Background: an optimization exercise with open tools, aiming at small area. Do not read the settings as production practice. The RTL was checked by simulation tests, not by an equivalence proof against the original design. No activity file was given, so power comes from the tool's default toggle rates.

[flow/design.v]
package layer_pkg;
   typedef logic signed [16-1:0] data_t;
   typedef logic [$clog2(8)-1:0] vec_addr_t;
   typedef logic [$clog2(16)-1:0] out_idx_t;
endpackage
package layer_coef_pkg;
   localparam int WEIGHT_ENTRIES = 4 * 8 * (16 / 4);
   localparam int BIAS_ENTRIES   = 4 * (16 / 4);
   localparam logic [WEIGHT_ENTRIES*16-1:0] weight_table = {
      {
         -16'sd38,  16'sd33,  16'sd109, 16'sd24,  -16'sd3,   -16'sd45,  -16'sd19,  16'sd48,
         16'sd103,  16'sd18,  16'sd82,  -16'sd28, 16'sd101,  -16'sd64,  -16'sd108, 16'sd3,
         -16'sd18,  16'sd107, 16'sd2,   -16'sd45, -16'sd85,  16'sd22,   16'sd86,   16'sd32,
         -16'sd1,   -16'sd105, 16'sd81, 16'sd42,  16'sd45,   16'sd39,   -16'sd54,  16'sd63
      },
      {
         16'sd29,   -16'sd75, -16'sd24, 16'sd89,  -16'sd12,  -16'sd72,  16'sd114,  -16'sd15,
         -16'sd11,  -16'sd4,  -16'sd36, 16'sd105, 16'sd53,   -16'sd50,  -16'sd37,  16'sd72,
         -16'sd110, -16'sd77, 16'sd9,   16'sd71,  16'sd1,    16'sd100,  16'sd15,   -16'sd72,
         16'sd90,   16'sd84,  16'sd7,   -16'sd36, 16'sd56,   -16'sd106, 16'sd20,   16'sd22
      },
      {
         -16'sd109, -16'sd24, 16'sd30,  16'sd68,  -16'sd123, -16'sd41,  16'sd119,  16'sd31,
         16'sd54,   16'sd121, 16'sd12,  16'sd60,  -16'sd48,  16'sd3,    -16'sd37,  16'sd78,
         16'sd93,   -16'sd101, 16'sd116, -16'sd83, 16'sd31,  -16'sd49,  16'sd124,  16'sd29,
         -16'sd78,  16'sd8,   16'sd67,  16'sd81,  16'sd87,   16'sd63,   -16'sd18,  -16'sd105
      },
      {
         -16'sd2,   -16'sd5,  16'sd22,  -16'sd23, 16'sd96,   -16'sd58,  16'sd36,   -16'sd70,
         16'sd126,  16'sd113, -16'sd73, 16'sd94,  -16'sd73,  16'sd92,   -16'sd104, -16'sd98,
         -16'sd64,  -16'sd77, -16'sd4,  -16'sd9,  -16'sd113, 16'sd20,   16'sd21,   -16'sd3,
         16'sd115,  16'sd106, 16'sd14,  -16'sd126, -16'sd1,  -16'sd93,  16'sd0,    16'sd126
      }
   };
   localparam logic [BIAS_ENTRIES*16-1:0] bias_table = {
      {-16'sd70, 16'sd120, 16'sd71,  -16'sd60},
      {-16'sd47, 16'sd115, -16'sd83, 16'sd67},
      {16'sd41,  16'sd38,  -16'sd81, -16'sd106},
      {16'sd103, 16'sd83,  16'sd0,   -16'sd10}
   };
endpackage
module layer_sequencer (
   input  logic                 clk,
   input  logic                 reset,
   input  logic                 s_valid,
   input  logic                 m_ready,
   output logic                 s_ready,
   output logic                 m_valid,
   output logic                 vec_wr_en,    
   output layer_pkg::vec_addr_t pos,          
   output logic                 run,          
   output logic                 en,           
   output layer_pkg::out_idx_t  out_idx,      
   output logic [5:0]           entry_next,   
   output logic                 x_bypass      
);
   layer_pkg::vec_addr_t load_cnt;    
   logic vec_pending;    
   logic done;           
   logic fire;
   logic can_start;
   logic start;
   logic last_start;     
   logic gap;            
   assign m_valid = done;
   assign fire    = done & m_ready;
   assign can_start  = (pos[1:0] == 2'd0) && (pos[2] != out_idx[0]) && !run && (!done || fire);
   assign start      = can_start && (out_idx != '0 || vec_pending || vec_wr_en);
   assign last_start = can_start && out_idx == 4'd15;
   assign en         = start | run;
   assign s_ready   = (pos == load_cnt) && (load_cnt != '0 || !vec_pending || last_start);
   assign vec_wr_en = s_ready & s_valid;
   assign gap       = (pos == load_cnt) && (load_cnt != '0) && !s_valid;
   layer_pkg::vec_addr_t load_cnt_d;
   assign load_cnt_d = reset ? '0 : load_cnt + vec_wr_en;
   layer_pkg::vec_addr_t pos_d;
   layer_pkg::out_idx_t  out_idx_d;
   logic                 finish;         
   assign finish     = run && pos[1:0] == 2'd3 && !(gap && out_idx == '0);
   assign pos_d      = reset ? '0 : pos + 1'b1;
   assign out_idx_d  = reset ? '0 : out_idx + finish;
   assign entry_next = {out_idx_d, pos_d[1:0]};
   always_ff @(posedge clk) begin
      pos      <= pos_d;
      out_idx  <= out_idx_d;
      load_cnt <= load_cnt_d;
      x_bypass <= (pos_d == load_cnt_d) && out_idx_d == '0;
   end
   always_ff @(posedge clk) begin
      if (reset) begin
         vec_pending <= 1'b0;
         run         <= 1'b0;
         done        <= 1'b0;
      end else begin
         if (vec_wr_en && load_cnt == 3'd7)
            vec_pending <= 1'b1;
         else if (start && out_idx == 4'd15)
            vec_pending <= 1'b0;
         if (start)
            run <= 1'b1;
         else if (run && (pos[1:0] == 2'd3 || (gap && out_idx == '0)))
            run <= 1'b0;
         if (finish)
            done <= 1'b1;
         else if (fire)
            done <= 1'b0;
      end
   end
endmodule
module mac_lane (
   input  logic                 clk,
   input  logic                 run,        
   input  logic                 en,         
   input  layer_pkg::out_idx_t  out_idx,
   input  layer_pkg::vec_addr_t pos,
   input  logic [5:0]           entry_next,    
   input  layer_pkg::data_t     x_a,
   input  layer_pkg::data_t     x_b,
   output layer_pkg::data_t     acc,
   output logic [16-1:0] acc_cy    
);
   localparam int ENTRIES = 16 * 4;
   localparam int BW = 16;    
   function automatic logic [15:0] negsum(input logic [7:0] w);
      logic [8:0] wx;
      wx     = {w, 1'b0};
      negsum = '0;
      for (int k = 0; k < 4; k++)
         if (wx[2*k+2] && !(wx[2*k+1] && wx[2*k]))
            negsum = negsum + (16'd1 << (2 * k));
   endfunction
   function automatic logic [15:0] row_negsum(input int j);
      int e;
      row_negsum = '0;
      for (int c = 0; c < 8; c++) begin
         e = (j % 4) * 8 * (16 / 4) + (j / 4) * 8 + c;
         row_negsum = row_negsum
                      + negsum(layer_coef_pkg::weight_table[(layer_coef_pkg::WEIGHT_ENTRIES - 1 - e) * 16 +: 8]);
      end
   endfunction
   logic [4*ENTRIES-1:0] a_one, a_two, a_neg, b_one, b_two, b_neg;
   logic [16*BW-1:0] b_rom;
   logic [ENTRIES*8-1:0]        wa_rom, wb_rom;
   genvar i;
   generate
      for (i = 0; i < ENTRIES; i++) begin : g_w
         localparam int J  = i / 4;
         localparam int CA = (1 - J % 2) * 4 + i % 4;
         localparam int CB = (J % 2) * 4 + i % 4;
         localparam int EA = (J % 4) * 8 * (16 / 4)
                             + (J / 4) * 8 + CA;
         localparam int EB = (J % 4) * 8 * (16 / 4)
                             + (J / 4) * 8 + CB;
         localparam logic [8:0] WA = {layer_coef_pkg::weight_table[(layer_coef_pkg::WEIGHT_ENTRIES - 1 - EA) * 16 +: 8], 1'b0};
         localparam logic [8:0] WB = {layer_coef_pkg::weight_table[(layer_coef_pkg::WEIGHT_ENTRIES - 1 - EB) * 16 +: 8], 1'b0};
         assign wa_rom[i*8 +: 8] = WA[8:1];
         assign wb_rom[i*8 +: 8] = WB[8:1];
         for (genvar k = 0; k < 4; k++) begin : g_k
            assign a_one[k*ENTRIES + i] = WA[2*k+1] ^ WA[2*k];
            assign a_two[k*ENTRIES + i] = (WA[2*k+2] & ~WA[2*k+1] & ~WA[2*k]) | (~WA[2*k+2] & WA[2*k+1] & WA[2*k]);
            assign a_neg[k*ENTRIES + i] = WA[2*k+2] & ~(WA[2*k+1] & WA[2*k]);
            assign b_one[k*ENTRIES + i] = WB[2*k+1] ^ WB[2*k];
            assign b_two[k*ENTRIES + i] = (WB[2*k+2] & ~WB[2*k+1] & ~WB[2*k]) | (~WB[2*k+2] & WB[2*k+1] & WB[2*k]);
            assign b_neg[k*ENTRIES + i] = WB[2*k+2] & ~(WB[2*k+1] & WB[2*k]);
         end
      end
      for (i = 0; i < 16; i++) begin : g_b
         localparam int E = (i % 4) * (16 / 4) + i / 4;
         localparam logic [7:0] B8 =
            layer_coef_pkg::bias_table[(layer_coef_pkg::BIAS_ENTRIES - 1 - E) * 16 +: 8];
         assign b_rom[i*16 +: 16] = {{8{B8[7]}}, B8} + row_negsum(i);
      end
   endgenerate
   logic [5:0]  entry;
   logic [15:0] bias;
   logic [15:0] addend;
   logic [3:0]  neg_a, one_a, two_a, neg_b, one_b, two_b;
   assign entry  = {out_idx, pos[1:0]};
   assign bias   = b_rom[out_idx*16 +: 16];
   assign addend = run ? acc : bias;
   logic [7:0] wa_q, wb_q;
   always_ff @(posedge clk) begin
      wa_q <= wa_rom[entry_next*8 +: 8];
      wb_q <= wb_rom[entry_next*8 +: 8];
   end
   logic [8:0] wxa, wxb;
   assign wxa = {wa_q, 1'b0};
   assign wxb = {wb_q, 1'b0};
   generate
      for (i = 0; i < 4; i++) begin : g_digit
         assign one_a[i] = wxa[2*i+1] ^ wxa[2*i];
         assign two_a[i] = (wxa[2*i+2] & ~wxa[2*i+1] & ~wxa[2*i]) | (~wxa[2*i+2] & wxa[2*i+1] & wxa[2*i]);
         assign neg_a[i] = wxa[2*i+2] & ~(wxa[2*i+1] & wxa[2*i]);
         assign one_b[i] = wxb[2*i+1] ^ wxb[2*i];
         assign two_b[i] = (wxb[2*i+2] & ~wxb[2*i+1] & ~wxb[2*i]) | (~wxb[2*i+2] & wxb[2*i+1] & wxb[2*i]);
         assign neg_b[i] = wxb[2*i+2] & ~(wxb[2*i+1] & wxb[2*i]);
      end
   endgenerate
   logic [15:0] pp_a0;
   assign pp_a0[0] = ((one_a[0] & x_a[0])) ^ neg_a[0];
   assign pp_a0[1] = ((one_a[0] & x_a[1]) | (two_a[0] & x_a[0])) ^ neg_a[0];
   assign pp_a0[2] = ((one_a[0] & x_a[2]) | (two_a[0] & x_a[1])) ^ neg_a[0];
   assign pp_a0[3] = ((one_a[0] & x_a[3]) | (two_a[0] & x_a[2])) ^ neg_a[0];
   assign pp_a0[4] = ((one_a[0] & x_a[4]) | (two_a[0] & x_a[3])) ^ neg_a[0];
   assign pp_a0[5] = ((one_a[0] & x_a[5]) | (two_a[0] & x_a[4])) ^ neg_a[0];
   assign pp_a0[6] = ((one_a[0] & x_a[6]) | (two_a[0] & x_a[5])) ^ neg_a[0];
   assign pp_a0[7] = ((one_a[0] & x_a[7]) | (two_a[0] & x_a[6])) ^ neg_a[0];
   assign pp_a0[8] = ((one_a[0] & x_a[8]) | (two_a[0] & x_a[7])) ^ neg_a[0];
   assign pp_a0[9] = ((one_a[0] & x_a[9]) | (two_a[0] & x_a[8])) ^ neg_a[0];
   assign pp_a0[10] = ((one_a[0] & x_a[10]) | (two_a[0] & x_a[9])) ^ neg_a[0];
   assign pp_a0[11] = ((one_a[0] & x_a[11]) | (two_a[0] & x_a[10])) ^ neg_a[0];
   assign pp_a0[12] = ((one_a[0] & x_a[12]) | (two_a[0] & x_a[11])) ^ neg_a[0];
   assign pp_a0[13] = ((one_a[0] & x_a[13]) | (two_a[0] & x_a[12])) ^ neg_a[0];
   assign pp_a0[14] = ((one_a[0] & x_a[14]) | (two_a[0] & x_a[13])) ^ neg_a[0];
   assign pp_a0[15] = ((one_a[0] & x_a[15]) | (two_a[0] & x_a[14])) ^ neg_a[0];
   logic [15:2] pp_a1;
   assign pp_a1[2] = ((one_a[1] & x_a[0])) ^ neg_a[1];
   assign pp_a1[3] = ((one_a[1] & x_a[1]) | (two_a[1] & x_a[0])) ^ neg_a[1];
   assign pp_a1[4] = ((one_a[1] & x_a[2]) | (two_a[1] & x_a[1])) ^ neg_a[1];
   assign pp_a1[5] = ((one_a[1] & x_a[3]) | (two_a[1] & x_a[2])) ^ neg_a[1];
   assign pp_a1[6] = ((one_a[1] & x_a[4]) | (two_a[1] & x_a[3])) ^ neg_a[1];
   assign pp_a1[7] = ((one_a[1] & x_a[5]) | (two_a[1] & x_a[4])) ^ neg_a[1];
   assign pp_a1[8] = ((one_a[1] & x_a[6]) | (two_a[1] & x_a[5])) ^ neg_a[1];
   assign pp_a1[9] = ((one_a[1] & x_a[7]) | (two_a[1] & x_a[6])) ^ neg_a[1];
   assign pp_a1[10] = ((one_a[1] & x_a[8]) | (two_a[1] & x_a[7])) ^ neg_a[1];
   assign pp_a1[11] = ((one_a[1] & x_a[9]) | (two_a[1] & x_a[8])) ^ neg_a[1];
   assign pp_a1[12] = ((one_a[1] & x_a[10]) | (two_a[1] & x_a[9])) ^ neg_a[1];
   assign pp_a1[13] = ((one_a[1] & x_a[11]) | (two_a[1] & x_a[10])) ^ neg_a[1];
   assign pp_a1[14] = ((one_a[1] & x_a[12]) | (two_a[1] & x_a[11])) ^ neg_a[1];
   assign pp_a1[15] = ((one_a[1] & x_a[13]) | (two_a[1] & x_a[12])) ^ neg_a[1];
   logic [15:4] pp_a2;
   assign pp_a2[4] = ((one_a[2] & x_a[0])) ^ neg_a[2];
   assign pp_a2[5] = ((one_a[2] & x_a[1]) | (two_a[2] & x_a[0])) ^ neg_a[2];
   assign pp_a2[6] = ((one_a[2] & x_a[2]) | (two_a[2] & x_a[1])) ^ neg_a[2];
   assign pp_a2[7] = ((one_a[2] & x_a[3]) | (two_a[2] & x_a[2])) ^ neg_a[2];
   assign pp_a2[8] = ((one_a[2] & x_a[4]) | (two_a[2] & x_a[3])) ^ neg_a[2];
   assign pp_a2[9] = ((one_a[2] & x_a[5]) | (two_a[2] & x_a[4])) ^ neg_a[2];
   assign pp_a2[10] = ((one_a[2] & x_a[6]) | (two_a[2] & x_a[5])) ^ neg_a[2];
   assign pp_a2[11] = ((one_a[2] & x_a[7]) | (two_a[2] & x_a[6])) ^ neg_a[2];
   assign pp_a2[12] = ((one_a[2] & x_a[8]) | (two_a[2] & x_a[7])) ^ neg_a[2];
   assign pp_a2[13] = ((one_a[2] & x_a[9]) | (two_a[2] & x_a[8])) ^ neg_a[2];
   assign pp_a2[14] = ((one_a[2] & x_a[10]) | (two_a[2] & x_a[9])) ^ neg_a[2];
   assign pp_a2[15] = ((one_a[2] & x_a[11]) | (two_a[2] & x_a[10])) ^ neg_a[2];
   logic [15:6] pp_a3;
   assign pp_a3[6] = ((one_a[3] & x_a[0])) ^ neg_a[3];
   assign pp_a3[7] = ((one_a[3] & x_a[1]) | (two_a[3] & x_a[0])) ^ neg_a[3];
   assign pp_a3[8] = ((one_a[3] & x_a[2]) | (two_a[3] & x_a[1])) ^ neg_a[3];
   assign pp_a3[9] = ((one_a[3] & x_a[3]) | (two_a[3] & x_a[2])) ^ neg_a[3];
   assign pp_a3[10] = ((one_a[3] & x_a[4]) | (two_a[3] & x_a[3])) ^ neg_a[3];
   assign pp_a3[11] = ((one_a[3] & x_a[5]) | (two_a[3] & x_a[4])) ^ neg_a[3];
   assign pp_a3[12] = ((one_a[3] & x_a[6]) | (two_a[3] & x_a[5])) ^ neg_a[3];
   assign pp_a3[13] = ((one_a[3] & x_a[7]) | (two_a[3] & x_a[6])) ^ neg_a[3];
   assign pp_a3[14] = ((one_a[3] & x_a[8]) | (two_a[3] & x_a[7])) ^ neg_a[3];
   assign pp_a3[15] = ((one_a[3] & x_a[9]) | (two_a[3] & x_a[8])) ^ neg_a[3];
   logic [15:0] pp_b0;
   assign pp_b0[0] = ((one_b[0] & x_b[0])) ^ neg_b[0];
   assign pp_b0[1] = ((one_b[0] & x_b[1]) | (two_b[0] & x_b[0])) ^ neg_b[0];
   assign pp_b0[2] = ((one_b[0] & x_b[2]) | (two_b[0] & x_b[1])) ^ neg_b[0];
   assign pp_b0[3] = ((one_b[0] & x_b[3]) | (two_b[0] & x_b[2])) ^ neg_b[0];
   assign pp_b0[4] = ((one_b[0] & x_b[4]) | (two_b[0] & x_b[3])) ^ neg_b[0];
   assign pp_b0[5] = ((one_b[0] & x_b[5]) | (two_b[0] & x_b[4])) ^ neg_b[0];
   assign pp_b0[6] = ((one_b[0] & x_b[6]) | (two_b[0] & x_b[5])) ^ neg_b[0];
   assign pp_b0[7] = ((one_b[0] & x_b[7]) | (two_b[0] & x_b[6])) ^ neg_b[0];
   assign pp_b0[8] = ((one_b[0] & x_b[8]) | (two_b[0] & x_b[7])) ^ neg_b[0];
   assign pp_b0[9] = ((one_b[0] & x_b[9]) | (two_b[0] & x_b[8])) ^ neg_b[0];
   assign pp_b0[10] = ((one_b[0] & x_b[10]) | (two_b[0] & x_b[9])) ^ neg_b[0];
   assign pp_b0[11] = ((one_b[0] & x_b[11]) | (two_b[0] & x_b[10])) ^ neg_b[0];
   assign pp_b0[12] = ((one_b[0] & x_b[12]) | (two_b[0] & x_b[11])) ^ neg_b[0];
   assign pp_b0[13] = ((one_b[0] & x_b[13]) | (two_b[0] & x_b[12])) ^ neg_b[0];
   assign pp_b0[14] = ((one_b[0] & x_b[14]) | (two_b[0] & x_b[13])) ^ neg_b[0];
   assign pp_b0[15] = ((one_b[0] & x_b[15]) | (two_b[0] & x_b[14])) ^ neg_b[0];
   logic [15:2] pp_b1;
   assign pp_b1[2] = ((one_b[1] & x_b[0])) ^ neg_b[1];
   assign pp_b1[3] = ((one_b[1] & x_b[1]) | (two_b[1] & x_b[0])) ^ neg_b[1];
   assign pp_b1[4] = ((one_b[1] & x_b[2]) | (two_b[1] & x_b[1])) ^ neg_b[1];
   assign pp_b1[5] = ((one_b[1] & x_b[3]) | (two_b[1] & x_b[2])) ^ neg_b[1];
   assign pp_b1[6] = ((one_b[1] & x_b[4]) | (two_b[1] & x_b[3])) ^ neg_b[1];
   assign pp_b1[7] = ((one_b[1] & x_b[5]) | (two_b[1] & x_b[4])) ^ neg_b[1];
   assign pp_b1[8] = ((one_b[1] & x_b[6]) | (two_b[1] & x_b[5])) ^ neg_b[1];
   assign pp_b1[9] = ((one_b[1] & x_b[7]) | (two_b[1] & x_b[6])) ^ neg_b[1];
   assign pp_b1[10] = ((one_b[1] & x_b[8]) | (two_b[1] & x_b[7])) ^ neg_b[1];
   assign pp_b1[11] = ((one_b[1] & x_b[9]) | (two_b[1] & x_b[8])) ^ neg_b[1];
   assign pp_b1[12] = ((one_b[1] & x_b[10]) | (two_b[1] & x_b[9])) ^ neg_b[1];
   assign pp_b1[13] = ((one_b[1] & x_b[11]) | (two_b[1] & x_b[10])) ^ neg_b[1];
   assign pp_b1[14] = ((one_b[1] & x_b[12]) | (two_b[1] & x_b[11])) ^ neg_b[1];
   assign pp_b1[15] = ((one_b[1] & x_b[13]) | (two_b[1] & x_b[12])) ^ neg_b[1];
   logic [15:4] pp_b2;
   assign pp_b2[4] = ((one_b[2] & x_b[0])) ^ neg_b[2];
   assign pp_b2[5] = ((one_b[2] & x_b[1]) | (two_b[2] & x_b[0])) ^ neg_b[2];
   assign pp_b2[6] = ((one_b[2] & x_b[2]) | (two_b[2] & x_b[1])) ^ neg_b[2];
   assign pp_b2[7] = ((one_b[2] & x_b[3]) | (two_b[2] & x_b[2])) ^ neg_b[2];
   assign pp_b2[8] = ((one_b[2] & x_b[4]) | (two_b[2] & x_b[3])) ^ neg_b[2];
   assign pp_b2[9] = ((one_b[2] & x_b[5]) | (two_b[2] & x_b[4])) ^ neg_b[2];
   assign pp_b2[10] = ((one_b[2] & x_b[6]) | (two_b[2] & x_b[5])) ^ neg_b[2];
   assign pp_b2[11] = ((one_b[2] & x_b[7]) | (two_b[2] & x_b[6])) ^ neg_b[2];
   assign pp_b2[12] = ((one_b[2] & x_b[8]) | (two_b[2] & x_b[7])) ^ neg_b[2];
   assign pp_b2[13] = ((one_b[2] & x_b[9]) | (two_b[2] & x_b[8])) ^ neg_b[2];
   assign pp_b2[14] = ((one_b[2] & x_b[10]) | (two_b[2] & x_b[9])) ^ neg_b[2];
   assign pp_b2[15] = ((one_b[2] & x_b[11]) | (two_b[2] & x_b[10])) ^ neg_b[2];
   logic [15:6] pp_b3;
   assign pp_b3[6] = ((one_b[3] & x_b[0])) ^ neg_b[3];
   assign pp_b3[7] = ((one_b[3] & x_b[1]) | (two_b[3] & x_b[0])) ^ neg_b[3];
   assign pp_b3[8] = ((one_b[3] & x_b[2]) | (two_b[3] & x_b[1])) ^ neg_b[3];
   assign pp_b3[9] = ((one_b[3] & x_b[3]) | (two_b[3] & x_b[2])) ^ neg_b[3];
   assign pp_b3[10] = ((one_b[3] & x_b[4]) | (two_b[3] & x_b[3])) ^ neg_b[3];
   assign pp_b3[11] = ((one_b[3] & x_b[5]) | (two_b[3] & x_b[4])) ^ neg_b[3];
   assign pp_b3[12] = ((one_b[3] & x_b[6]) | (two_b[3] & x_b[5])) ^ neg_b[3];
   assign pp_b3[13] = ((one_b[3] & x_b[7]) | (two_b[3] & x_b[6])) ^ neg_b[3];
   assign pp_b3[14] = ((one_b[3] & x_b[8]) | (two_b[3] & x_b[7])) ^ neg_b[3];
   assign pp_b3[15] = ((one_b[3] & x_b[9]) | (two_b[3] & x_b[8])) ^ neg_b[3];
   logic s1, c2, s3, c4, s5, c6, s7, c8, s9, c10, s11, c12, s13, c14, s15, c16;
   logic s17, c18, s19, c20, s21, c22, s23, c24, s25, c26, s27, c28, s29, c30, s31, c32;
   logic s33, c34, s35, c36, s37, c38, s39, c40, s41, c42, s43, c44, s45, c46, s47, c48;
   logic s49, c50, s51, c52, s53, c54, s55, c56, s57, s58, s59, s60, c61, s62, c63, s64;
   logic c65, s66, c67, s68, c69, s70, c71, s72, c73, s74, c75, s76, c77, s78, c79, s80;
   logic c81, s82, c83, s84, c85, s86, c87, s88, c89, s90, c91, s92, c93, s94, c95, s96;
   logic c97, s98, c99, s100, c101, s102, c103, s104, c105, s106, c107, s108, s109, s110, c111, s112;
   logic c113, s114, c115, s116, c117, s118, c119, s120, c121, s122, c123, s124, c125, s126, c127, s128;
   logic c129, s130, c131, s132, c133, s134, c135, s136, s137, c138, s139, c140, s141, c142, s143, c144;
   logic s145, c146, s147, c148, s149, c150, s151, c152, s153, c154, s155, c156, s157, c158, s159, c160;
   logic s161, c162, s163, c164, s165, c166, s167;
   assign s1 = addend[4] ^ pp_b0[4];
   assign c2 = addend[4] & pp_b0[4];
   assign s3 = addend[5] ^ pp_b0[5] ^ pp_b1[5];
   assign c4 = (addend[5] & pp_b0[5]) | (addend[5] & pp_b1[5]) | (pp_b0[5] & pp_b1[5]);
   assign s5 = addend[6] ^ pp_b0[6] ^ pp_b1[6];
   assign c6 = (addend[6] & pp_b0[6]) | (addend[6] & pp_b1[6]) | (pp_b0[6] & pp_b1[6]);
   assign s7 = pp_b2[6] ^ pp_b3[6] ^ pp_a0[6];
   assign c8 = (pp_b2[6] & pp_b3[6]) | (pp_b2[6] & pp_a0[6]) | (pp_b3[6] & pp_a0[6]);
   assign s9 = addend[7] ^ pp_b0[7] ^ pp_b1[7];
   assign c10 = (addend[7] & pp_b0[7]) | (addend[7] & pp_b1[7]) | (pp_b0[7] & pp_b1[7]);
   assign s11 = pp_b2[7] ^ pp_b3[7] ^ pp_a0[7];
   assign c12 = (pp_b2[7] & pp_b3[7]) | (pp_b2[7] & pp_a0[7]) | (pp_b3[7] & pp_a0[7]);
   assign s13 = pp_a1[7] ^ pp_a2[7];
   assign c14 = pp_a1[7] & pp_a2[7];
   assign s15 = addend[8] ^ pp_b0[8] ^ pp_b1[8];
   assign c16 = (addend[8] & pp_b0[8]) | (addend[8] & pp_b1[8]) | (pp_b0[8] & pp_b1[8]);
   assign s17 = pp_b2[8] ^ pp_b3[8] ^ pp_a0[8];
   assign c18 = (pp_b2[8] & pp_b3[8]) | (pp_b2[8] & pp_a0[8]) | (pp_b3[8] & pp_a0[8]);
   assign s19 = pp_a1[8] ^ pp_a2[8] ^ pp_a3[8];
   assign c20 = (pp_a1[8] & pp_a2[8]) | (pp_a1[8] & pp_a3[8]) | (pp_a2[8] & pp_a3[8]);
   assign s21 = addend[9] ^ pp_b0[9] ^ pp_b1[9];
   assign c22 = (addend[9] & pp_b0[9]) | (addend[9] & pp_b1[9]) | (pp_b0[9] & pp_b1[9]);
   assign s23 = pp_b2[9] ^ pp_b3[9] ^ pp_a0[9];
   assign c24 = (pp_b2[9] & pp_b3[9]) | (pp_b2[9] & pp_a0[9]) | (pp_b3[9] & pp_a0[9]);
   assign s25 = pp_a1[9] ^ pp_a2[9] ^ pp_a3[9];
   assign c26 = (pp_a1[9] & pp_a2[9]) | (pp_a1[9] & pp_a3[9]) | (pp_a2[9] & pp_a3[9]);
   assign s27 = addend[10] ^ pp_b0[10] ^ pp_b1[10];
   assign c28 = (addend[10] & pp_b0[10]) | (addend[10] & pp_b1[10]) | (pp_b0[10] & pp_b1[10]);
   assign s29 = pp_b2[10] ^ pp_b3[10] ^ pp_a0[10];
   assign c30 = (pp_b2[10] & pp_b3[10]) | (pp_b2[10] & pp_a0[10]) | (pp_b3[10] & pp_a0[10]);
   assign s31 = pp_a1[10] ^ pp_a2[10] ^ pp_a3[10];
   assign c32 = (pp_a1[10] & pp_a2[10]) | (pp_a1[10] & pp_a3[10]) | (pp_a2[10] & pp_a3[10]);
   assign s33 = addend[11] ^ pp_b0[11] ^ pp_b1[11];
   assign c34 = (addend[11] & pp_b0[11]) | (addend[11] & pp_b1[11]) | (pp_b0[11] & pp_b1[11]);
   assign s35 = pp_b2[11] ^ pp_b3[11] ^ pp_a0[11];
   assign c36 = (pp_b2[11] & pp_b3[11]) | (pp_b2[11] & pp_a0[11]) | (pp_b3[11] & pp_a0[11]);
   assign s37 = pp_a1[11] ^ pp_a2[11] ^ pp_a3[11];
   assign c38 = (pp_a1[11] & pp_a2[11]) | (pp_a1[11] & pp_a3[11]) | (pp_a2[11] & pp_a3[11]);
   assign s39 = addend[12] ^ pp_b0[12] ^ pp_b1[12];
   assign c40 = (addend[12] & pp_b0[12]) | (addend[12] & pp_b1[12]) | (pp_b0[12] & pp_b1[12]);
   assign s41 = pp_b2[12] ^ pp_b3[12] ^ pp_a0[12];
   assign c42 = (pp_b2[12] & pp_b3[12]) | (pp_b2[12] & pp_a0[12]) | (pp_b3[12] & pp_a0[12]);
   assign s43 = pp_a1[12] ^ pp_a2[12] ^ pp_a3[12];
   assign c44 = (pp_a1[12] & pp_a2[12]) | (pp_a1[12] & pp_a3[12]) | (pp_a2[12] & pp_a3[12]);
   assign s45 = addend[13] ^ pp_b0[13] ^ pp_b1[13];
   assign c46 = (addend[13] & pp_b0[13]) | (addend[13] & pp_b1[13]) | (pp_b0[13] & pp_b1[13]);
   assign s47 = pp_b2[13] ^ pp_b3[13] ^ pp_a0[13];
   assign c48 = (pp_b2[13] & pp_b3[13]) | (pp_b2[13] & pp_a0[13]) | (pp_b3[13] & pp_a0[13]);
   assign s49 = pp_a1[13] ^ pp_a2[13] ^ pp_a3[13];
   assign c50 = (pp_a1[13] & pp_a2[13]) | (pp_a1[13] & pp_a3[13]) | (pp_a2[13] & pp_a3[13]);
   assign s51 = addend[14] ^ pp_b0[14] ^ pp_b1[14];
   assign c52 = (addend[14] & pp_b0[14]) | (addend[14] & pp_b1[14]) | (pp_b0[14] & pp_b1[14]);
   assign s53 = pp_b2[14] ^ pp_b3[14] ^ pp_a0[14];
   assign c54 = (pp_b2[14] & pp_b3[14]) | (pp_b2[14] & pp_a0[14]) | (pp_b3[14] & pp_a0[14]);
   assign s55 = pp_a1[14] ^ pp_a2[14] ^ pp_a3[14];
   assign c56 = (pp_a1[14] & pp_a2[14]) | (pp_a1[14] & pp_a3[14]) | (pp_a2[14] & pp_a3[14]);
   assign s57 = addend[15] ^ pp_b0[15] ^ pp_b1[15];
   assign s58 = pp_b2[15] ^ pp_b3[15] ^ pp_a0[15];
   assign s59 = pp_a1[15] ^ pp_a2[15] ^ pp_a3[15];
   assign s60 = addend[2] ^ pp_b0[2];
   assign c61 = addend[2] & pp_b0[2];
   assign s62 = addend[3] ^ pp_b0[3] ^ pp_b1[3];
   assign c63 = (addend[3] & pp_b0[3]) | (addend[3] & pp_b1[3]) | (pp_b0[3] & pp_b1[3]);
   assign s64 = pp_b1[4] ^ pp_b2[4] ^ s1;
   assign c65 = (pp_b1[4] & pp_b2[4]) | (pp_b1[4] & s1) | (pp_b2[4] & s1);
   assign s66 = pp_a0[4] ^ pp_a1[4];
   assign c67 = pp_a0[4] & pp_a1[4];
   assign s68 = pp_b2[5] ^ c2 ^ s3;
   assign c69 = (pp_b2[5] & c2) | (pp_b2[5] & s3) | (c2 & s3);
   assign s70 = pp_a0[5] ^ pp_a1[5] ^ pp_a2[5];
   assign c71 = (pp_a0[5] & pp_a1[5]) | (pp_a0[5] & pp_a2[5]) | (pp_a1[5] & pp_a2[5]);
   assign s72 = c4 ^ s5 ^ pp_a1[6];
   assign c73 = (c4 & s5) | (c4 & pp_a1[6]) | (s5 & pp_a1[6]);
   assign s74 = pp_a2[6] ^ pp_a3[6] ^ s7;
   assign c75 = (pp_a2[6] & pp_a3[6]) | (pp_a2[6] & s7) | (pp_a3[6] & s7);
   assign s76 = c6 ^ s9 ^ pp_a3[7];
   assign c77 = (c6 & s9) | (c6 & pp_a3[7]) | (s9 & pp_a3[7]);
   assign s78 = s13 ^ c8 ^ s11;
   assign c79 = (s13 & c8) | (s13 & s11) | (c8 & s11);
   assign s80 = c10 ^ s15 ^ c14;
   assign c81 = (c10 & s15) | (c10 & c14) | (s15 & c14);
   assign s82 = c12 ^ s17 ^ s19;
   assign c83 = (c12 & s17) | (c12 & s19) | (s17 & s19);
   assign s84 = c16 ^ s21 ^ c18;
   assign c85 = (c16 & s21) | (c16 & c18) | (s21 & c18);
   assign s86 = c20 ^ s23 ^ s25;
   assign c87 = (c20 & s23) | (c20 & s25) | (s23 & s25);
   assign s88 = c22 ^ s27 ^ c24;
   assign c89 = (c22 & s27) | (c22 & c24) | (s27 & c24);
   assign s90 = c26 ^ s29 ^ s31;
   assign c91 = (c26 & s29) | (c26 & s31) | (s29 & s31);
   assign s92 = c28 ^ s33 ^ c30;
   assign c93 = (c28 & s33) | (c28 & c30) | (s33 & c30);
   assign s94 = c32 ^ s35 ^ s37;
   assign c95 = (c32 & s35) | (c32 & s37) | (s35 & s37);
   assign s96 = c34 ^ s39 ^ c36;
   assign c97 = (c34 & s39) | (c34 & c36) | (s39 & c36);
   assign s98 = c38 ^ s41 ^ s43;
   assign c99 = (c38 & s41) | (c38 & s43) | (s41 & s43);
   assign s100 = c40 ^ s45 ^ c42;
   assign c101 = (c40 & s45) | (c40 & c42) | (s45 & c42);
   assign s102 = c44 ^ s47 ^ s49;
   assign c103 = (c44 & s47) | (c44 & s49) | (s47 & s49);
   assign s104 = c46 ^ s51 ^ c48;
   assign c105 = (c46 & s51) | (c46 & c48) | (s51 & c48);
   assign s106 = c50 ^ s53 ^ s55;
   assign c107 = (c50 & s53) | (c50 & s55) | (s53 & s55);
   assign s108 = c52 ^ s57 ^ c54;
   assign s109 = c56 ^ s58 ^ s59;
   assign s110 = pp_b1[2] ^ s60;
   assign c111 = pp_b1[2] & s60;
   assign s112 = c61 ^ s62 ^ pp_a0[3];
   assign c113 = (c61 & s62) | (c61 & pp_a0[3]) | (s62 & pp_a0[3]);
   assign s114 = c63 ^ s64 ^ pp_a2[4];
   assign c115 = (c63 & s64) | (c63 & pp_a2[4]) | (s64 & pp_a2[4]);
   assign s116 = c65 ^ s68 ^ c67;
   assign c117 = (c65 & s68) | (c65 & c67) | (s68 & c67);
   assign s118 = c69 ^ c71 ^ s72;
   assign c119 = (c69 & c71) | (c69 & s72) | (c71 & s72);
   assign s120 = c73 ^ s76 ^ c75;
   assign c121 = (c73 & s76) | (c73 & c75) | (s76 & c75);
   assign s122 = c77 ^ s80 ^ c79;
   assign c123 = (c77 & s80) | (c77 & c79) | (s80 & c79);
   assign s124 = c81 ^ s84 ^ c83;
   assign c125 = (c81 & s84) | (c81 & c83) | (s84 & c83);
   assign s126 = c85 ^ s88 ^ c87;
   assign c127 = (c85 & s88) | (c85 & c87) | (s88 & c87);
   assign s128 = c89 ^ s92 ^ c91;
   assign c129 = (c89 & s92) | (c89 & c91) | (s92 & c91);
   assign s130 = c93 ^ s96 ^ c95;
   assign c131 = (c93 & s96) | (c93 & c95) | (s96 & c95);
   assign s132 = c97 ^ s100 ^ c99;
   assign c133 = (c97 & s100) | (c97 & c99) | (s100 & c99);
   assign s134 = c101 ^ s104 ^ c103;
   assign c135 = (c101 & s104) | (c101 & c103) | (s104 & c103);
   assign s136 = c105 ^ s108 ^ c107;
   assign s137 = addend[0] ^ pp_b0[0];
   assign c138 = addend[0] & pp_b0[0];
   assign s139 = addend[1] ^ pp_b0[1] ^ pp_a0[1];
   assign c140 = (addend[1] & pp_b0[1]) | (addend[1] & pp_a0[1]) | (pp_b0[1] & pp_a0[1]);
   assign s141 = s110 ^ pp_a0[2] ^ pp_a1[2];
   assign c142 = (s110 & pp_a0[2]) | (s110 & pp_a1[2]) | (pp_a0[2] & pp_a1[2]);
   assign s143 = c111 ^ pp_a1[3] ^ s112;
   assign c144 = (c111 & pp_a1[3]) | (c111 & s112) | (pp_a1[3] & s112);
   assign s145 = s66 ^ c113 ^ s114;
   assign c146 = (s66 & c113) | (s66 & s114) | (c113 & s114);
   assign s147 = c115 ^ s70 ^ s116;
   assign c148 = (c115 & s70) | (c115 & s116) | (s70 & s116);
   assign s149 = c117 ^ s74 ^ s118;
   assign c150 = (c117 & s74) | (c117 & s118) | (s74 & s118);
   assign s151 = c119 ^ s78 ^ s120;
   assign c152 = (c119 & s78) | (c119 & s120) | (s78 & s120);
   assign s153 = s82 ^ c121 ^ s122;
   assign c154 = (s82 & c121) | (s82 & s122) | (c121 & s122);
   assign s155 = s86 ^ c123 ^ s124;
   assign c156 = (s86 & c123) | (s86 & s124) | (c123 & s124);
   assign s157 = s90 ^ c125 ^ s126;
   assign c158 = (s90 & c125) | (s90 & s126) | (c125 & s126);
   assign s159 = s94 ^ c127 ^ s128;
   assign c160 = (s94 & c127) | (s94 & s128) | (c127 & s128);
   assign s161 = s98 ^ c129 ^ s130;
   assign c162 = (s98 & c129) | (s98 & s130) | (c129 & s130);
   assign s163 = s102 ^ c131 ^ s132;
   assign c164 = (s102 & c131) | (s102 & s132) | (c131 & s132);
   assign s165 = s106 ^ c133 ^ s134;
   assign c166 = (s106 & c133) | (s106 & s134) | (c133 & s134);
   assign s167 = s109 ^ c135 ^ s136;
   logic [15:0] op_a, op_b;
   assign op_a = {s167, s165, s163, s161, s159, s157, s155, s153, s151, s149, s147, s145, s143, s141, s139, pp_a0[0]};
   assign op_b = {c166, c164, c162, c160, c158, c156, c154, c152, c150, c148, c146, c144, c142, c140, c138, s137};
   logic [15:0] cy;
   logic [15:0] sum;
   logic [15:0] cy_out;
   assign cy[0] = 1'b0;
   assign sum[0] = op_a[0] ^ op_b[0] ^ cy[0];
   assign cy[1] = (op_a[0] & op_b[0]) | (op_a[0] & cy[0]) | (op_b[0] & cy[0]);
   assign sum[1] = op_a[1] ^ op_b[1] ^ cy[1];
   assign cy[2] = (op_a[1] & op_b[1]) | (op_a[1] & cy[1]) | (op_b[1] & cy[1]);
   assign sum[2] = op_a[2] ^ op_b[2] ^ cy[2];
   assign cy[3] = (op_a[2] & op_b[2]) | (op_a[2] & cy[2]) | (op_b[2] & cy[2]);
   assign sum[3] = op_a[3] ^ op_b[3] ^ cy[3];
   assign cy[4] = (op_a[3] & op_b[3]) | (op_a[3] & cy[3]) | (op_b[3] & cy[3]);
   assign sum[4] = op_a[4] ^ op_b[4] ^ cy[4];
   assign cy[5] = (op_a[4] & op_b[4]) | (op_a[4] & cy[4]) | (op_b[4] & cy[4]);
   assign sum[5] = op_a[5] ^ op_b[5] ^ cy[5];
   assign cy_out[6] = (op_a[5] & op_b[5]) | (op_a[5] & cy[5]) | (op_b[5] & cy[5]);
   assign cy[6] = run & acc_cy[6];
   assign sum[6] = op_a[6] ^ op_b[6] ^ cy[6];
   assign cy[7] = (op_a[6] & op_b[6]) | (op_a[6] & cy[6]) | (op_b[6] & cy[6]);
   assign sum[7] = op_a[7] ^ op_b[7] ^ cy[7];
   assign cy[8] = (op_a[7] & op_b[7]) | (op_a[7] & cy[7]) | (op_b[7] & cy[7]);
   assign sum[8] = op_a[8] ^ op_b[8] ^ cy[8];
   assign cy[9] = (op_a[8] & op_b[8]) | (op_a[8] & cy[8]) | (op_b[8] & cy[8]);
   assign sum[9] = op_a[9] ^ op_b[9] ^ cy[9];
   assign cy_out[10] = (op_a[9] & op_b[9]) | (op_a[9] & cy[9]) | (op_b[9] & cy[9]);
   assign cy[10] = run & acc_cy[10];
   assign sum[10] = op_a[10] ^ op_b[10] ^ cy[10];
   assign cy[11] = (op_a[10] & op_b[10]) | (op_a[10] & cy[10]) | (op_b[10] & cy[10]);
   assign sum[11] = op_a[11] ^ op_b[11] ^ cy[11];
   assign cy[12] = (op_a[11] & op_b[11]) | (op_a[11] & cy[11]) | (op_b[11] & cy[11]);
   assign sum[12] = op_a[12] ^ op_b[12] ^ cy[12];
   assign cy[13] = (op_a[12] & op_b[12]) | (op_a[12] & cy[12]) | (op_b[12] & cy[12]);
   assign sum[13] = op_a[13] ^ op_b[13] ^ cy[13];
   assign cy_out[14] = (op_a[13] & op_b[13]) | (op_a[13] & cy[13]) | (op_b[13] & cy[13]);
   assign cy[14] = run & acc_cy[14];
   assign sum[14] = op_a[14] ^ op_b[14] ^ cy[14];
   assign cy[15] = (op_a[14] & op_b[14]) | (op_a[14] & cy[14]) | (op_b[14] & cy[14]);
   assign sum[15] = op_a[15] ^ op_b[15] ^ cy[15];
   assign cy_out[0] = 1'b0;
   assign cy_out[1] = 1'b0;
   assign cy_out[2] = 1'b0;
   assign cy_out[3] = 1'b0;
   assign cy_out[4] = 1'b0;
   assign cy_out[5] = 1'b0;
   assign cy_out[7] = 1'b0;
   assign cy_out[8] = 1'b0;
   assign cy_out[9] = 1'b0;
   assign cy_out[11] = 1'b0;
   assign cy_out[12] = 1'b0;
   assign cy_out[13] = 1'b0;
   assign cy_out[15] = 1'b0;
   logic [15:0] cy_q;    
   always_ff @(posedge clk)
      if (en) begin
         acc  <= sum;
         cy_q <= cy_out & 16'h4440;
      end
   assign acc_cy = cy_q & 16'h4440;
endmodule
module mac_array (
   input  logic                 clk,
   input  logic                 vec_wr_en,
   input  logic                 x_bypass,
   input  layer_pkg::data_t     data_in,
   input  layer_pkg::vec_addr_t pos,
   input  logic                 run,
   input  logic                 en,
   input  layer_pkg::out_idx_t  out_idx,
   input  logic [5:0]           entry_next,
   output layer_pkg::data_t     acc,
   output logic [16-1:0] acc_cy
);
   layer_pkg::data_t ring [0:8-1];
   always_ff @(posedge clk) begin
      for (int k = 0; k < 8 - 1; k++)
         ring[k] <= ring[k+1];
      ring[8-1] <= vec_wr_en ? data_in : ring[0];
   end
   mac_lane u_lane (
      .clk     (clk),
      .run     (run),
      .en      (en),
      .out_idx (out_idx),
      .pos     (pos),
      .entry_next (entry_next),
      .x_a     (x_bypass ? data_in : ring[0]),    
      .x_b     (ring[8/2]),           
      .acc     (acc),
      .acc_cy  (acc_cy)
   );
endmodule
module result_buffer (
   input  layer_pkg::data_t acc,
   input  logic [16-1:0] acc_cy,
   output layer_pkg::data_t data_out
);
   layer_pkg::data_t result;
   assign result   = acc + acc_cy;
   assign data_out = result[16-1] ? '0 : result;
endmodule
module layer_top (
   input  logic             clk,
   input  logic             reset,
   input  logic             s_valid,
   input  logic             m_ready,
   input  layer_pkg::data_t data_in,
   output logic             s_ready,
   output logic             m_valid,
   output layer_pkg::data_t data_out
);
   logic                 vec_wr_en;
   logic                 x_bypass;
   layer_pkg::vec_addr_t pos;
   logic                 run, en;
   layer_pkg::out_idx_t  out_idx;
   logic [5:0]           entry_next;
   layer_pkg::data_t     acc;
   logic [16-1:0] acc_cy;
   layer_sequencer u_sequencer (
      .clk       (clk),
      .reset     (reset),
      .s_valid   (s_valid),
      .m_ready   (m_ready),
      .s_ready   (s_ready),
      .m_valid   (m_valid),
      .vec_wr_en (vec_wr_en),
      .pos       (pos),
      .run       (run),
      .en        (en),
      .out_idx   (out_idx),
      .entry_next(entry_next),
      .x_bypass  (x_bypass)
   );
   mac_array u_mac_array (
      .clk       (clk),
      .vec_wr_en (vec_wr_en),
      .x_bypass  (x_bypass),
      .data_in   (data_in),
      .pos       (pos),
      .run       (run),
      .en        (en),
      .out_idx   (out_idx),
      .entry_next(entry_next),
      .acc       (acc),
      .acc_cy    (acc_cy)
   );
   result_buffer u_result_buffer (
      .acc      (acc),
      .acc_cy   (acc_cy),
      .data_out (data_out)
   );
endmodule
[flow/flow/run.sh]
#!/bin/bash
# The standard synthesis, then its combinational logic mapped again by
# ABC with an area-oriented script (flow/abc_resyn.script): the standard
# synthesis's registers and full-adder cells stay exactly as they are, with their
# names; full adders may work on complemented signals (flow/fa_polarity.py).
# Then the standard layout of that netlist, with extra ORFS make
# variables from flow/make_vars (one per line).
# Logs: flow_synth.log and flow_make.log (make's output), flow_fa_polarity.log,
# flow_resyn.log and flow_resyn_check.log (Yosys); each ORFS step also keeps its own log under orfs/logs.
set -euo pipefail
args=()
while IFS= read -r line; do
   [[ -z "$line" || "$line" == \#* ]] && continue
   args+=("$line")
done < flow/make_vars

bash standard.sh "${args[@]}" synth > flow_synth.log 2>&1

RES=orfs/results/$FLOW_PLATFORM/layer_top/base
LIB=$FLOW_HOME/platforms/$FLOW_PLATFORM/lib/sky130_fd_sc_hd__tt_025C_1v80.lib
YOSYS=$FLOW_HOME/../tools/install/yosys/bin/yosys
DONT_USE=$(grep -o 'sky130_fd_sc_hd__[a-z0-9_]*' $FLOW_HOME/platforms/$FLOW_PLATFORM/config.mk | sort -u | sed 's/^/-dont_use /' | tr '\n' ' ')
cp $RES/1_2_yosys.v 1_2_yosys_standard.v
# Full adders on complemented signals where that saves inverters
python3 flow/fa_polarity.py 1_2_yosys_standard.v 1_2_yosys_fapol.v > flow_fa_polarity.log 2>&1
cat > resyn.ys <<EOT
read_liberty -ignore_miss_func $LIB
read_verilog 1_2_yosys_fapol.v
hierarchy -top $FLOW_TOP
blackbox sky130_fd_sc_hd__dfxtp_1 sky130_fd_sc_hd__edfxtp_1 sky130_fd_sc_hd__fa_1 sky130_fd_sc_hd__conb_1
tee -o resyn_stat_before.txt stat -liberty $LIB
flatten
opt -purge
abc -script $PWD/flow/abc_resyn.script -liberty $LIB $DONT_USE -constr $PWD/orfs/objects/$FLOW_PLATFORM/layer_top/base/abc.constr
splitnets
opt_clean -purge
hilomap -singleton -hicell sky130_fd_sc_hd__conb_1 HI -locell sky130_fd_sc_hd__conb_1 LO
insbuf -buf sky130_fd_sc_hd__buf_4 A X
tee -o resyn_stat_after.txt stat -liberty $LIB
write_verilog -noattr -nohex -nodec 1_2_yosys_resyn.v
EOT
$YOSYS -s resyn.ys > flow_resyn.log 2>&1
# The new netlist must be fully mapped and hold the same registers
cat > resyn_check.ys <<EOT
read_liberty -lib $LIB
read_verilog 1_2_yosys_resyn.v
hierarchy -check -top $FLOW_TOP
check -assert -mapped
EOT
$YOSYS -s resyn_check.ys > flow_resyn_check.log 2>&1
regs() { grep -oE 'sky130_fd_sc_hd__e?dfxtp_[0-9]+ +\\?[^ ]+' "$1" | sort; }
if ! diff <(regs 1_2_yosys_standard.v) <(regs 1_2_yosys_resyn.v) > flow_resyn_regs.diff; then
   echo "registers differ from the standard synthesis" >&2
   exit 1
fi
cp 1_2_yosys_resyn.v $RES/1_2_yosys.v
rm -f $RES/1_synth.odb
bash standard.sh "${args[@]}" finish > flow_make.log 2>&1
[flow/flow/abc_resyn.script]
strash
&get -n
&deepsyn -I 1 -J 5
&put
dch -f
amap
strash
dch -f
amap
topo
stime -c
[flow/flow/fa_polarity.py]
#!/usr/bin/env python3
"""Removes inverters between full-adder cells of a mapped netlist.

A full adder is self-dual: FA(~a, ~b, ~c) = (~sum, ~cout). This script picks,
for each full-adder cell, whether it works on complemented signals, so that
as few inverters as possible are needed between the adders and the logic
around them, then rewrites the netlist. The function is unchanged; no
register, port or other cell changes.

usage: fa_polarity.py in.v out.v
"""
import re, sys

src = open(sys.argv[1]).read()
m = re.search(r'^module .*?^endmodule', src, re.S | re.M)
assert m and src.count('\nmodule ') + src.startswith('module ') == 1, 'one module expected'
mod = m.group(0)

cell_re = re.compile(r'^(\s*)(sky130_fd_sc_hd__\w+)\s+(\S+)\s*\((.*?)\);\n', re.S | re.M)
pin_re = re.compile(r'\.(\w+)\(\s*(.*?)\s*\)\s*(?:,|$)', re.S)

cells = []   # [type, name, {pin: net}, span]
for cm in cell_re.finditer(mod):
    pins = dict((p, n.strip()) for p, n in pin_re.findall(cm.group(4)))
    cells.append([cm.group(2), cm.group(3), pins, cm.span()])

OUTS = {'X', 'Y', 'Q', 'Q_N', 'SUM', 'COUT', 'HI', 'LO'}
def v(net):
    # An escaped identifier ends at white space
    return net + ' ' if net.startswith('\\') else net

def is_fa(t): return re.match(r'sky130_fd_sc_hd__fa_\d+$', t) is not None
def is_inv(t): return re.match(r'sky130_fd_sc_hd__(clk)?inv_\d+$', t) is not None

driver = {}
for i, (t, n, pins, _) in enumerate(cells):
    for p, net in pins.items():
        if p in OUTS:
            driver[net] = (i, p)

# Logical source of a net: (base net, inverted?) following inverter cells
def source(net):
    inv = False
    seen = 0
    while net in driver and is_inv(cells[driver[net][0]][0]) and seen < 4:
        net = cells[driver[net][0]][2]['A']
        inv = not inv
        seen += 1
    return net, inv

fa = [i for i, c in enumerate(cells) if is_fa(c[0])]
fa_out = {}   # net -> fa index, for SUM/COUT nets
for i in fa:
    for p in ('SUM', 'COUT'):
        if p in cells[i][2]:
            fa_out[cells[i][2][p]] = i

# Every use of a signal: (cell index, pin, base net, wanted inversion)
uses = []
for i, (t, n, pins, _) in enumerate(cells):
    if is_inv(t):
        continue
    for p, net in pins.items():
        if p in OUTS:
            continue
        b, inv = source(net)
        uses.append((i, p, b, inv))
# Inverter outputs also used by ports (assign) or nothing else: keep them as uses
port_nets = set(re.findall(r'^\s*output\s+(?:\[[^\]]*\]\s*)?(\S+);', mod, re.M))

flip = {i: False for i in fa}

def cost():
    need = set()
    for (i, p, b, inv) in uses:
        pb = flip.get(fa_out.get(b), False)          # physical polarity of b
        want = inv ^ (flip[i] if i in flip else False)
        if want != pb:
            need.add(b)
    return len(need)

best = cost()
start = best
improved = True
while improved:
    improved = False
    for i in fa:
        flip[i] = not flip[i]
        c = cost()
        if c < best:
            best = c
            improved = True
        else:
            flip[i] = not flip[i]

if best >= start:
    open(sys.argv[2], 'w').write(src)
    print(f'fa_polarity: no gain ({start} inverted signals)')
    sys.exit(0)

# Rewrite: each use connects to b (physical polarity pb) or to a new inverter of b
new_cells = []
inv_of = {}
cnt = [0]
def inverted(b):
    if b not in inv_of:
        cnt[0] += 1
        w = f'fapol_n{cnt[0]}'
        inv_of[b] = w
        new_cells.append(f'  wire {w};\n  sky130_fd_sc_hd__inv_1 fapol_i{cnt[0]} (\n    .A({v(b)}),\n    .Y({w})\n  );\n')
    return inv_of[b]

newpins = {}
for (i, p, b, inv) in uses:
    pb = flip.get(fa_out.get(b), False)
    want = inv ^ (flip[i] if i in flip else False)
    newpins[(i, p)] = b if want == pb else inverted(b)

# Output ports driven through an assign or directly by a flipped adder are not
# expected: refuse rather than change a port's value
for net in fa_out:
    base = net.split('[')[0]
    if flip[fa_out[net]] and (base in port_nets or net in port_nets):
        sys.exit('fa_polarity: a flipped adder drives a port')

def drives_port(net):
    return net in port_nets or net.split('[')[0].strip() in port_nets

out = []
pos = 0
used_inv_outputs = set()
for (i, p, b, inv) in uses:
    pass
for i, (t, n, pins, span) in enumerate(cells):
    out.append(mod[pos:span[0]])
    pos = span[1]
    if is_inv(t) and not drives_port(pins['Y']):
        continue   # dropped; the needed inverters are made again below
    if is_inv(t):
        out.append(mod[span[0]:span[1]])
        continue
    body = ',\n'.join(f'    .{p}({v(newpins.get((i, p), net))})' for p, net in pins.items())
    out.append(f'  {t} {n} (\n{body}\n  );\n')
out.append(mod[pos:])
text = ''.join(out)
text = text.replace('\nendmodule', '\n' + ''.join(new_cells) + 'endmodule', 1)
text = src[:m.start()] + text + src[m.end():]
open(sys.argv[2], 'w').write(text)
print(f'fa_polarity: {start} -> {best} inverted signals, {sum(flip.values())} of {len(fa)} adders flipped')
[flow/flow/make_vars]
BUFFER_PORTS_ARGS=-buffer_cell sky130_fd_sc_hd__buf_1
GPL_KEEP_OVERFLOW=0
PLACE_DENSITY=0.8
CTS_ARGS=-sink_clustering_enable -repair_clock_nets -buf_list sky130_fd_sc_hd__clkbuf_8 -dont_use_dummy_load
[flow/standard.sh]
#!/bin/bash
# synth_recipe.tcl (not shown) runs the flow's synth.tcl, then flattens the netlist and writes it again
# the make line also repeats each setting of config.mk as NAME=value (left out here)
make -C /OpenROAD-flow-scripts/flow DESIGN_CONFIG=/design/flow/config.mk WORK_HOME=/design/flow/orfs CLKGATE_MAP_FILE= SYNTH_SCRIPT=/design/flow/synth_recipe.tcl "${@:-finish}"
[flow/config.mk]
export PLATFORM = sky130hd
export DESIGN_NAME = layer_top
export DESIGN_NICKNAME = layer_top
export VERILOG_FILES = /design/flow/design.v
export SDC_FILE = /design/flow/constraint.sdc
export NUM_CORES = 4
export LEC_CHECK = 0
export CAP_MARGIN = 20
export CORE_MARGIN = 2
export CORE_UTILIZATION = 40
export SLEW_MARGIN = 20
[flow/constraint.sdc]
create_clock -name core_clock -period 7.0 [get_ports {clk}]
set_input_delay 1.4000 -clock core_clock [delete_from_list [all_inputs] [get_ports {clk}]]
set_output_delay 1.4000 -clock core_clock [all_outputs]
set_load 0.01 [all_outputs]
==> flow_metrics.py, run 1 <==
metrics = {
    "drt": {
        "drtPass1Iterations": 7,
        "via_per_inst": 5.90,
        "drc": 0,
        "drt_iter0_drc": 1349,
        "routed_wl_um": 30900,
        "num_vias": 9115,
        "ant_nets": 0,
        "post_drt_wl_per_cell_um": 20.0,
    },
    "setup_path": {
        "crit_arrival_ps": 6890,
        "critPathMaxFanout": 17,
        "crit_type": "reg -> reg",
        "critical-path-top-delay-family": "adder cells",
        "worstPathBufferInverterCount": 2,
        "rrSetupSlack_ps": 310,
        "slowest_delay_ps": 820,
        "required_ps": 7200,
        "timing.rr.start": "u_sequencer.x_bypass",
        "reg2regPathDepth": 12,
        "worstPathCellList": "clkinv_1 -> o22ai_1 -> o221ai_1 -> fa_1 -> fa_1 -> clkinv_1 -> fa_1 -> fa_1 -> fa_1 -> fa_1 -> fa_1 -> fa_1",
        "cp_slowest_cell": "dfxtp_1",
        "reg2reg_to": "u_mac_array.u_lane.acc[13]",
        "path_common_cell": "fa_1",
        "crit_path_start_kind": "register",
        "worstSetupEndpointType": "register",
        "cp.depth": 12,
    },
    "place": {
        "io_buffers": 36,
        "hpwlAfterDp_um": 23800,
        "gp_congestion": 0.975,
        "dp_slack_ps": 432,
        "dp_cells": 1528,
    },
    "layout": {
        "seqCellArea_mm2": 0.00373,
        "final_util_pct": 44.1,
        "area.growth.synth_to_final_pct": 8.13,
        "final_nets": 1331,
        "drive_above_1_share_pct": 1.97,
        "antenna_cells": 0,
        "fin_cells": 1545,
        "nFillCells": 2380,
        "multi_input_area_mm2": 0.00567,
    },
    "power": {
        "combinationalPowerShare_pct": 60.7,
        "finalPower_mw": 5.58,
        "swShare_pct": 42.6,
        "p_per_area_mw_per_mm2": 520,
        "seqPwrFrac_pct": 29.8,
        "ir_worst_vdd_uv": 447,
        "power.internal_mw": 3.20,
        "p_leak_nw": 3.78,
        "clockPowerShare_pct": 9.6,
        "switchingPower_mw": 2.38,
    },
    "die": {
        "die_area_mm2": 0.0261,
        "start_util_pct": 40.8,
        "die_w_um": 162,
        "rows": 57,
        "die_y_um": 162,
        "io_pins": 38,
        "core-area_mm2": 0.0243,
    },
    "logic_synthesis": {
        "yosysWarnings": 5,
        "synthCells": 1167,
        "postSynthAreaPerCell_um2": 8.51,
        "synthesis.nets": 1275,
        "netlist_area_mm2": 0.00993,
    },
    "outcome": {
        "status": "no timing/DRC/antenna violations",
    },
    "clocking": {
        "clockBufferDepth": 2,
        "tritoncts": "built",
        "htreeDepth": 4,
        "ctsHoldBuffers": 0,
        "root_buffer": "clkbuf_8",
        "post-cts-setup-buffers": 0,
        "cts_made_buffers": 17,
        "insertion_delay_ps": 480,
        "cts_sinks": 177,
        "path_clk_slew_ps": 110,
        "cts.repair.resized": 0,
    },
    "sta": {
        "slew_headroom_pct": 27.2,
        "setup_viol": 0,
        "fin_ws_ps": 309,
        "hold_viol": 0,
        "skew_ps": 43.9,
        "max_freq_mhz": 149,
        "post-route-period-util_pct": 95.6,
        "drv_slew": 0,
        "period_needed_ps": 6690,
        "worstMarginPinSlew_ps": 1090,
        "rsz0062_at_grt": "false",
    },
    "grt": {
        "grt_max_degree": 26,
        "grt_use_total_pct": 24.2,
        "globalRoute.totalOverflow": 0,
        "grt_pass1_wl_um": 48700,
        "grt_pass1_vias": 8937,
        "antenna_found_initial": 0,
    },
    "worst_hold_path": {
        "min_to": "u_mac_array.ring[2][14]",
        "hp-class": "reg -> reg",
        "worstHoldPathCells": 0,
        "hp-start": "u_mac_array.ring[3][14]",
    },
    "flow_run": {
        "max-cap-violations": 0,
    },
}
power by group through the flow:
stage          logic, mW  registers (mW)  clock network [mW]
2_1_floorplan       2.39            1.63                   0
3_3_place_gp        3.22            1.67                   0
3_5_place_dp        3.37            1.68                   0
4_1_cts             3.38            1.66               0.541
5_1_grt             3.85            1.68               0.580
6_report            3.39            1.66               0.533
metrics by stage:
step / hold slack [ps] / area (um2) / TNS, ps
6_report: 303 / 10700 / 0
5_1_grt: 301 / 10700 / 0
4_1_cts: 305 / 10700 / 0
3_5_place_dp: 312 / 10500 / 0
3_3_place_gp: 310 / 10500 / -3280
2_1_floorplan: 310 / 9930 / 0
state kept, by name (all words and copies together), names as in the netlist:
signal	count
u_mac_array.ring	128
u_mac_array.u_lane.acc	16
u_mac_array.u_lane.wa_q	8
u_mac_array.u_lane.wb_q	8
u_sequencer.out_idx	4
u_mac_array.u_lane.cy_q	3
u_sequencer.load_cnt	3
u_sequencer.pos	3
u_sequencer.done	1
u_sequencer.run	1
u_sequencer.vec_pending	1
u_sequencer.x_bypass	1
cells in the final DEF, fill, tap and decap left out, types with 4 or more instances in the layout:
master,instances
a31oi_1,7
o21ai_1,6
nor2_1,225
clkbuf_8,17
or3_1,4
a211oi_1,8
o21ai_0,83
dfxtp_1,158
nor3_1,26
buf_1,36
o32ai_1,11
a22oi_1,5
nand2_1,93
fa_1,88
o221ai_1,8
clkinv_1,143
o22ai_1,111
a21oi_1,87
or2_0,5
and2_0,5
a222oi_1,7
o32a_1,4
a22o_1,7
o21a_1,6
edfxtp_1,19
nor2b_1,7
layout make-up:
cell class	instances	area share, %
Sequential cell	177	34.8
Clock buffer	17	2.18
Multi-Input combinational cell	846	52.8
Tap cell	324	3.78
Timing Repair Buffer	38	1.47
Inverter	143	5.00
worst max path at each step:
stage                          from                    endpoint  slack (ps)
2_1_floorplan            data_in[7]  u_mac_array.u_lane.acc[13]        1080
3_3_place_gp     u_sequencer.pos[0]  u_mac_array.u_lane.wa_q[1]        -690
3_5_place_dp   u_sequencer.x_bypass  u_mac_array.u_lane.acc[13]         430
4_1_cts        u_sequencer.x_bypass  u_mac_array.u_lane.acc[13]         430
5_1_grt        u_sequencer.x_bypass  u_mac_array.u_lane.acc[15]           2
6_report       u_sequencer.x_bypass  u_mac_array.u_lane.acc[13]         310
worst register-to-register path, stage by stage (launching register included):
cell and delay, ps:
dfxtp_1 820, clkinv_1 690, o22ai_1 780, o221ai_1 330
fa_1 520, fa_1 530, clkinv_1 90, fa_1 530
fa_1 450, fa_1 480, fa_1 400, fa_1 390
fa_1 440
metal layers:
layer  vias up  routed length, um  GRT usage (%)
met1      4266              12300           29.9
met2       496              14200           39.1
met4         0               2110           15.2
met3       134               2320           4.42
li1       4219                  -              -
met5         -                  0              0
==> run 2: changes to the inputs <==
==> flow/flow/abc_resyn.script (replaced) <==
strash
&get -n
&deepsyn -I 1 -J 5
&put
dch -f
amap
topo
stime -c
==> run 2 against run 1 <==
  * Maximum frequency grew 2.1%
  * Worst hold slack better by 4.1 ps
  * Area after synthesis down 0.19%
  * Total power is 1.1% higher
  * Global-route usage down 0.51 points
  * Still clean
  * Largest cell class unchanged
  * Die area down 0.19%
==> flow_metrics.py, run 2 <==
metrics = {
    "drt": {
        "num_vias": 9061,
        "drt_iter0_drc": 1432,
        "routed_wl_um": 30300,
        "drc": 0,
        "ant_nets": 0,
        "via_per_inst": 5.90,
        "post_drt_wl_per_cell_um": 19.8,
        "drtPass1Iterations": 6,
    },
    "place": {
        "gp_congestion": 1.02,
        "dpl_cell_area_mm2": 0.0105,
        "io_buffers": 36,
        "hpwlAfterDp_um": 23800,
        "dp_cells": 1518,
    },
    "sta": {
        "max_freq_mhz": 153,
        "post-route-period-util_pct": 93.7,
        "skew_ps": 40.4,
        "setup_viol": 0,
        "hold_viol": 0,
        "drv_slew": 0,
        "period_needed_ps": 6560,
        "rsz0062_at_grt": "false",
        "slew_headroom_pct": 24.8,
        "worstMarginPinSlew_ps": 1120,
    },
    "outcome": {
        "status": "no timing/DRC/antenna violations",
    },
    "setup_path": {
        "crit_path_start_kind": "register",
        "crit_start": "u_mac_array.u_lane.wa_q[1]",
        "crit_arrival_ps": 6740,
        "critPathMaxFanout": 20,
        "required_ps": 7180,
        "crit_type": "reg -> reg",
        "worstSetupEndpointType": "register",
        "timing.rr.start": "u_mac_array.u_lane.wa_q[1]",
        "reg2regPathDepth": 15,
    },
    "layout": {
        "area.growth.synth_to_final_pct": 8.39,
        "final_nets": 1321,
        "seqCellArea_mm2": 0.00373,
        "finalInstanceArea_mm2": 0.0107,
        "antenna_cells": 0,
        "largest_register_ffs": 128,
        "top_regs": "u_mac_array.ring x128, u_mac_array.u_lane.acc x16",
        "layout_commonest_cell": "nor2_1",
        "multi_input_area_mm2": 0.00572,
        "fin_cells": 1535,
        "final_cell_mix": "nor2_1, dfxtp_1, clkinv_1, o22ai_1, o21ai_0",
        "drive_above_1_share_pct": 2.48,
        "nFillCells": 2353,
        "regMostFlops": "u_mac_array.ring",
    },
    "grt": {
        "antenna_found_initial": 0,
        "grt_pass1_vias": 8440,
        "grt_max_degree": 28,
        "grt_use_total_pct": 23.7,
        "grt_pass1_wl_um": 47500,
        "globalRoute.totalOverflow": 0,
    },
    "logic_synthesis": {
        "synthCells": 1155,
        "netlist_area_mm2": 0.00991,
        "synthesis.nets": 1263,
        "postSynthAreaPerCell_um2": 8.58,
        "yosysWarnings": 5,
    },
    "clocking": {
        "cts_sinks": 177,
        "clockBufferDepth": 2,
        "htreeDepth": 4,
        "root_buffer": "clkbuf_8",
        "insertion_delay_ps": 470,
        "tritoncts": "built",
        "cts_made_buffers": 17,
        "ctsHoldBuffers": 0,
        "path_clk_slew_ps": 90,
    },
    "die": {
        "die_area_mm2": 0.0260,
        "start_util_pct": 40.7,
        "core-area_mm2": 0.0243,
        "die_y_um": 161,
        "rows": 57,
        "io_pins": 38,
        "die_w_um": 161,
    },
    "power": {
        "ir_worst_vdd_uv": 329,
        "p_per_area_mw_per_mm2": 525,
        "p_leak_nw": 3.75,
    },
    "worst_hold_path": {
        "hp-class": "reg -> reg",
        "worstHoldPathCells": 0,
        "hp-start": "u_mac_array.ring[3][5]",
    },
    "flow_run": {
        "max-cap-violations": 0,
    },
}
## run 2: area by class of cell
type | count | area share [%]
well taps | 324 | 3.78
inverters | 127 | 4.44
repair buffers | 40 | 1.61
clock buffers | 17 | 2.18
multi-input cells | 850 | 53.2
flip-flops and latches | 177 | 34.8
## run 2: metal layers
metal,vias up,GRT usage (%),wire length (um)
met4,0,6.09,525
met2,549,34.8,12800
met1,4264,34.9,13500
met5,-,0,0
li1,4188,-,-
met3,60,5.78,3520
## run 2: power by group
group | internal (mW) | switching [mW] | total, mW
Combinational | 1.45 | 1.98 | 3.43
Clock | 0.214 | 0.302 | 0.517
Sequential | 1.57 | 0.123 | 1.69
Total | 3.23 | 2.41 | 5.64
## run 2: critical path, cell delays in order (launching register included)
cell and delay (ps):
dfxtp_1 790, clkinv_1 560, nor2b_1 370, or2_1 480, o22ai_1 190, nand2_1 110
o21ai_0 120, fa_1 600, clkinv_1 80, fa_1 390, fa_1 400, fa_1 490
fa_1 440, fa_1 390, fa_1 400, fa_1 440
## run 2: path summary, 6_finish.rpt
path	to	slack [ps]
worst max-delay path	u_mac_array.u_lane.acc[13]	440
worst min-delay path	u_mac_array.ring[2][5]	310
worst max register to register	u_mac_array.u_lane.acc[13]	440
worst min register to register	u_mac_array.ring[2][5]	310
## run 2: through the flow
step                worst slack (ps)  utilization (%)  power [mW]  hold slack [ps]  setup TNS, ps
global placement                -453             42.9        4.84              310          -2820
CTS                              299             44.1        5.60              306              0
global route                     142             44.2        6.13              314              0
detailed placement               391             43.2        5.08              312              0
finish                           444             44.2        5.64              307              0
floorplan                       1080                -        4.11              310              0
## run 2: what timing repair did
item,4_1_cts,5_1_grt
resized for setup,0,1
buffers inserted,0,0
setup endpoints to repair,0,3

## separate check: timing with driven ports
Ports are ideal in the flow. The routed layouts listed here were re-timed in OpenROAD.
Step 1 assumes that a clkbuf_16 drives the clock port and a buf_2 every other input.
Step 2 also shifts input and output timing later by t, the mid clock arrival at the registers, as if the neighbouring blocks saw the same clock.
a / b / c = no drivers / after step 1 / after step 2; a / b = the first two.
run | t, ns | setup WS [ns] | slew at the worst register clock pin (ns)
run 1 | 0.504 | 0.309 / 0.309 / 0.309 | 0.11 / 0.11
run 2 | 0.487 | 0.444 / 0.444 / 0.444 | 0.10 / 0.10
After both steps every run listed still meets setup and hold.
